Background: an optimization exercise with open tools, aiming at small area, a short achievable clock period and few clock cycles. Do not read the settings as production practice. Where RTL was checked, it was by simulation tests only, not by an equivalence proof against the original. No activity file was given, so power comes from the tool's default toggle rates.

// pcm_frame_to_s16_stereo_mono
module pcm_frame_to_s16_stereo_mono (
  input  logic                              clk_i,
  input  logic                              rst_ni,
  input  logic                              in_valid,
  output logic                              in_ready,
  input  logic [pfs_pkg::SAMPLE_W-1:0]      in_left_sample,
  input  logic [pfs_pkg::SAMPLE_W-1:0]      in_right_sample,
  input  logic                              in_silent,
  input  logic                              in_end_of_packet,
  output logic                              out_valid,
  input  logic                              out_ready,
  output logic signed [pfs_pkg::PCM16_W-1:0] out_left_pcm16,
  output logic signed [pfs_pkg::PCM16_W-1:0] out_right_pcm16,
  output logic signed [pfs_pkg::MONO_W-1:0]  out_mono_level,
  output logic                              out_last_of_packet,
  input  logic                              psel,
  input  logic                              penable,
  input  logic                              pwrite,
  input  logic [pfs_pkg::APB_AW-1:0]        paddr,
  input  logic [pfs_pkg::APB_DW-1:0]        pwdata,
  output logic [pfs_pkg::APB_DW-1:0]        prdata,
  output logic                              pready
);
  logic [pfs_pkg::FMT_W-1:0] fmt_q;
  logic             stereo_q;
  logic             v1_q, v2_q, rdy1, rdy2;
  logic [pfs_pkg::SAMPLE_W-1:0] right_word;
  logic [32:0]      xl, xr, xl_q, xr_q;
  logic             sl, sr, sl_q, sr_q;
  logic [2:0]       kl, kr;
  logic             last1_q, last2_q;
  logic signed [pfs_pkg::PCM16_W-1:0] l16_d, r16_d, l16_q, r16_q;
  logic signed [pfs_pkg::MONO_W-1:0]  mono_d, mono_q;
  assign pready = 1'b1;
  always_ff @(posedge clk_i or negedge rst_ni) begin
    if (!rst_ni) begin
      fmt_q    <= pfs_pkg::FMT_FLOAT32;
      stereo_q <= 1'b1;
    end else if (psel && penable && pwrite) begin
      if (paddr[2]) stereo_q <= pwdata[0];
  ...
Size: about 140 flip-flops, about 14000 um^2 of cells after synthesis.
clock: 6.5 ns
lec_check: 0
cap_margin: 20
core_margin: 2
core_utilization: 40
cts_buf_list: sky130_fd_sc_hd__clkbuf_8
cts_cluster_size: 30
place_density: 0.6
setup_slack_margin: 2.75
slew_margin: 20
standard.sh (not shown) runs the stock make flow with config.mk's settings and CLKGATE_MAP_FILE= SYNTH_SCRIPT=/design/flow/synth_recipe.tcl, a recipe that flattens the netlist after the stock synthesis.
==> flow/flow/run.sh <==
#!/bin/bash
set -euo pipefail
export BUFFER_PORTS_ARGS="-buffer_cell sky130_fd_sc_hd__buf_1"
bash standard.sh > standard.log 2>&1
Testbench counts at the start, summed over its fixed seeds: cycles 18,402.
Change:
==> flow/flow/run.sh (replaced) <==
#!/bin/bash
set -euo pipefail
export BUFFER_PORTS_ARGS="-buffer_cell sky130_fd_sc_hd__buf_2"
bash standard.sh > standard.log 2>&1
Settings changed: ABC_AREA from default to 1, CTS_CLUSTER_SIZE 30 to default, SETUP_SLACK_MARGIN 2.75 to 2.5.
What happened:
- The changed run completed without violations
- setup slack gets worse by 130 ps
- sequential cell count is unchanged
- design area rose by about 5.4%
- via count rose by about 22%
- power fell by about 8%
- clock power rose by about 7%
- critical path depth rose by 5
- utilization fell by 1.4 points
- synthesized cell count rose by about 47%
- wire length rose by about 17%
- global-route usage rose by 2.5 points
Change:
==> flow/flow/run.sh (replaced) <==
#!/bin/bash
set -euo pipefail
export BUFFER_PORTS_ARGS="-buffer_cell sky130_fd_sc_hd__buf_1"
bash standard.sh > standard.log 2>&1
Settings changed: ABC_AREA 1 to default, CTS_CLUSTER_SIZE from default to 30.
- die area goes down by 7.4%
- routed wire length goes down by about 16%
- core utilization barely changes
Change:
==> flow/flow/run.sh (replaced) <==
#!/bin/bash
set -euo pipefail
export BUFFER_PORTS_ARGS="-buffer_cell sky130_fd_sc_hd__buf_1"
export ADDER_MAP_FILE=
bash standard.sh > standard.log 2>&1
Settings changed: SETUP_SLACK_MARGIN 2.5 to 2.75.
=> Sequential share of layout area fell by 3.3 points. Flip-flop and latch count is unchanged. Power is higher by 16%. Count of clock-buffer cells in the layout does not change. Non-clock buffer count went up by 79. Clock power stays flat.
Change:
==> flow/flow/run.sh (replaced) <==
#!/bin/bash
set -euo pipefail
export BUFFER_PORTS_ARGS="-buffer_cell sky130_fd_sc_hd__buf_1"
bash standard.sh > standard.log 2>&1
Settings changed: CORE_UTILIZATION 40 to 50, PLACE_DENSITY 0.6 to 0.65, SETUP_SLACK_MARGIN 2.75 to 3.0.
After rerunning: Worst setup slack improved by 210 ps; wire length fell by about 15%; first-iteration DRC count hardly moves; power fell by about 3%; die area fell by about 27%; clock-buffer cell count does not change; synthesized area fell by 8.8%; design area fell by about 3.8%.

* * *

pcm_frame_to_s16_stereo_mono, a different RTL version from the one above (not shown whole).
For scale: ~1500 cells after synthesis, roughly 14000 um2 of cells after synthesis.
## pcm_frame_to_s16_stereo_mono
module pcm_frame_to_s16_stereo_mono (
  input  logic                              clk_i,
  input  logic                              rst_ni,
  input  logic                              in_valid,
  output logic                              in_ready,
  input  logic [pfs_pkg::SAMPLE_W-1:0]      in_left_sample,
  input  logic [pfs_pkg::SAMPLE_W-1:0]      in_right_sample,
  input  logic                              in_silent,
  input  logic                              in_end_of_packet,
  output logic                              out_valid,
  input  logic                              out_ready,
  output logic signed [pfs_pkg::PCM16_W-1:0] out_left_pcm16,
  output logic signed [pfs_pkg::PCM16_W-1:0] out_right_pcm16,
  output logic signed [pfs_pkg::MONO_W-1:0]  out_mono_level,
  output logic                              out_last_of_packet,
  input  logic                              psel,
  input  logic                              penable,
  input  logic                              pwrite,
  input  logic [pfs_pkg::APB_AW-1:0]        paddr,
  input  logic [pfs_pkg::APB_DW-1:0]        pwdata,
  output logic [pfs_pkg::APB_DW-1:0]        prdata,
  output logic                              pready
);
  logic [pfs_pkg::FMT_W-1:0] fmt_q;
  logic             stereo_q;
  logic             v1_q, v2_q, rdy1, rdy2;
  logic [pfs_pkg::SAMPLE_W-1:0] right_word;
  logic [32:0]      xl, xr, xl_q, xr_q;
  logic             sl, sr, sl_q, sr_q;
  logic [2:0]       kl, kr;
  logic             last1_q, last2_q;
  logic signed [pfs_pkg::PCM16_W-1:0] l16_d, r16_d, l16_q, r16_q;
  logic [31:0]      mono_d, mono_q;
  logic             sat_d, sat_q;
  assign pready = 1'b1;
  always_ff @(posedge clk_i or negedge rst_ni) begin
  ...
Settings: LEC_CHECK=0, CAP_MARGIN=20, CORE_MARGIN=2, CORE_UTILIZATION=40, CTS_BUF_LIST=sky130_fd_sc_hd__clkbuf_8, CTS_CLUSTER_SIZE=30, PLACE_DENSITY=0.6, SETUP_SLACK_MARGIN=2.5, SLEW_MARGIN=20; clock period 6.5 ns.
==> flow/flow/run.sh <==
#!/bin/bash
set -euo pipefail
export BUFFER_PORTS_ARGS="-buffer_cell sky130_fd_sc_hd__buf_1"
bash standard.sh > standard.log 2>&1
The starting point passed the timing, DRC and antenna checks.
Edit:
--- a/flow/config.mk
+++ b/flow/config.mk
@@ -8,8 +8,8 @@
 export CAP_MARGIN = 20
 export CORE_MARGIN = 2
-export CORE_UTILIZATION = 40
+export CORE_UTILIZATION = 50
 export CTS_BUF_LIST = sky130_fd_sc_hd__clkbuf_8
 export CTS_CLUSTER_SIZE = 30
-export PLACE_DENSITY = 0.6
-export SETUP_SLACK_MARGIN = 2.5
+export PLACE_DENSITY = 0.65
+export SETUP_SLACK_MARGIN = 2.75
 export SLEW_MARGIN = 20
=>
- clock skew rises by 0.0059 ns
- wire length is lower by a few percent
- register-to-register slack gets better by 0.23 ns
- sequential power stays flat
Edit:
--- a/flow/config.mk
+++ b/flow/config.mk
@@ -8,8 +8,8 @@
 export CAP_MARGIN = 20
 export CORE_MARGIN = 2
-export CORE_UTILIZATION = 50
+export CORE_UTILIZATION = 40
 export CTS_BUF_LIST = sky130_fd_sc_hd__clkbuf_8
 export CTS_CLUSTER_SIZE = 30
-export PLACE_DENSITY = 0.65
+export PLACE_DENSITY = 0.6
 export SETUP_SLACK_MARGIN = 2.75
 export SLEW_MARGIN = 20
Die area came out higher by 24%.
Global-route usage came out lower by 5.2 points.
Wire length came out higher by 3.7%.
Flip-flop and latch count stays the same.
Sequential power hardly moves.
Worst hold slack hardly moves.
No functional check of the RTL was part of any run of this note.

-- port drivers added, routing unchanged --
How much do the figures lean on ideal ports? The routed layouts below were timed once more, with nothing changed but the port constraints. Step 1 (the two cells are an assumption about what drives the block):
set clk [get_ports {clk_i}]
set_driving_cell -lib_cell sky130_fd_sc_hd__clkbuf_16 $clk
set_driving_cell -lib_cell sky130_fd_sc_hd__buf_2 [delete_from_list [all_inputs] $clk]
Step 2 moves the port delays by t, midway between the first and last clock arrival at a register: inputs arrive t later, outputs are due t later. That takes back most of the time a late clock gives input paths. Slacks: ideal / step 1 / step 2; pairs: ideal / step 1.
run | t (ns) | setup WS [ns] | hold WS [ns] | latest minus earliest clock arrival (ns) | slew at the worst register clock pin (ns)
the first run of note 1 | 0.506 | 2.829 / 2.849 / 2.343 | 0.428 / 0.428 / 0.428 | 0.011 / 0.012 | 0.08 / 0.08
the second run of note 1 | 0.496 | 2.696 / 2.718 / 2.222 | 0.422 / 0.422 / 0.422 | 0.017 / 0.017 | 0.09 / 0.09
the third run of note 1 | 0.506 | 2.703 / 2.711 / 2.205 | 0.428 / 0.428 / 0.428 | 0.012 / 0.012 | 0.08 / 0.08
the fourth run of note 1 | 0.536 | 2.773 / 2.773 / 2.268 | 0.424 / 0.424 / 0.424 | 0.024 / 0.025 | 0.11 / 0.11
the fifth run of note 1 | 0.498 | 2.982 / 2.982 / 2.574 | 0.452 / 0.452 / 0.452 | 0.018 / 0.018 | 0.10 / 0.10
the first run of note 2 | 0.506 | 2.599 / 2.599 / 2.140 | 0.428 / 0.428 / 0.428 | 0.012 / 0.012 | 0.08 / 0.08
the second run of note 2 | 0.498 | 2.826 / 2.826 / 2.500 | 0.428 / 0.428 / 0.428 | 0.019 / 0.019 | 0.09 / 0.09
the third run of note 2 | 0.511 | 2.856 / 2.856 / 2.367 | 0.430 / 0.430 / 0.430 | 0.014 / 0.014 | 0.08 / 0.08
After both steps setup and hold are still met in every run listed. The setup slack of the fourth run of note 1, which loses most, moves by 0.000 ns with the drivers and by -0.505 ns with both steps.
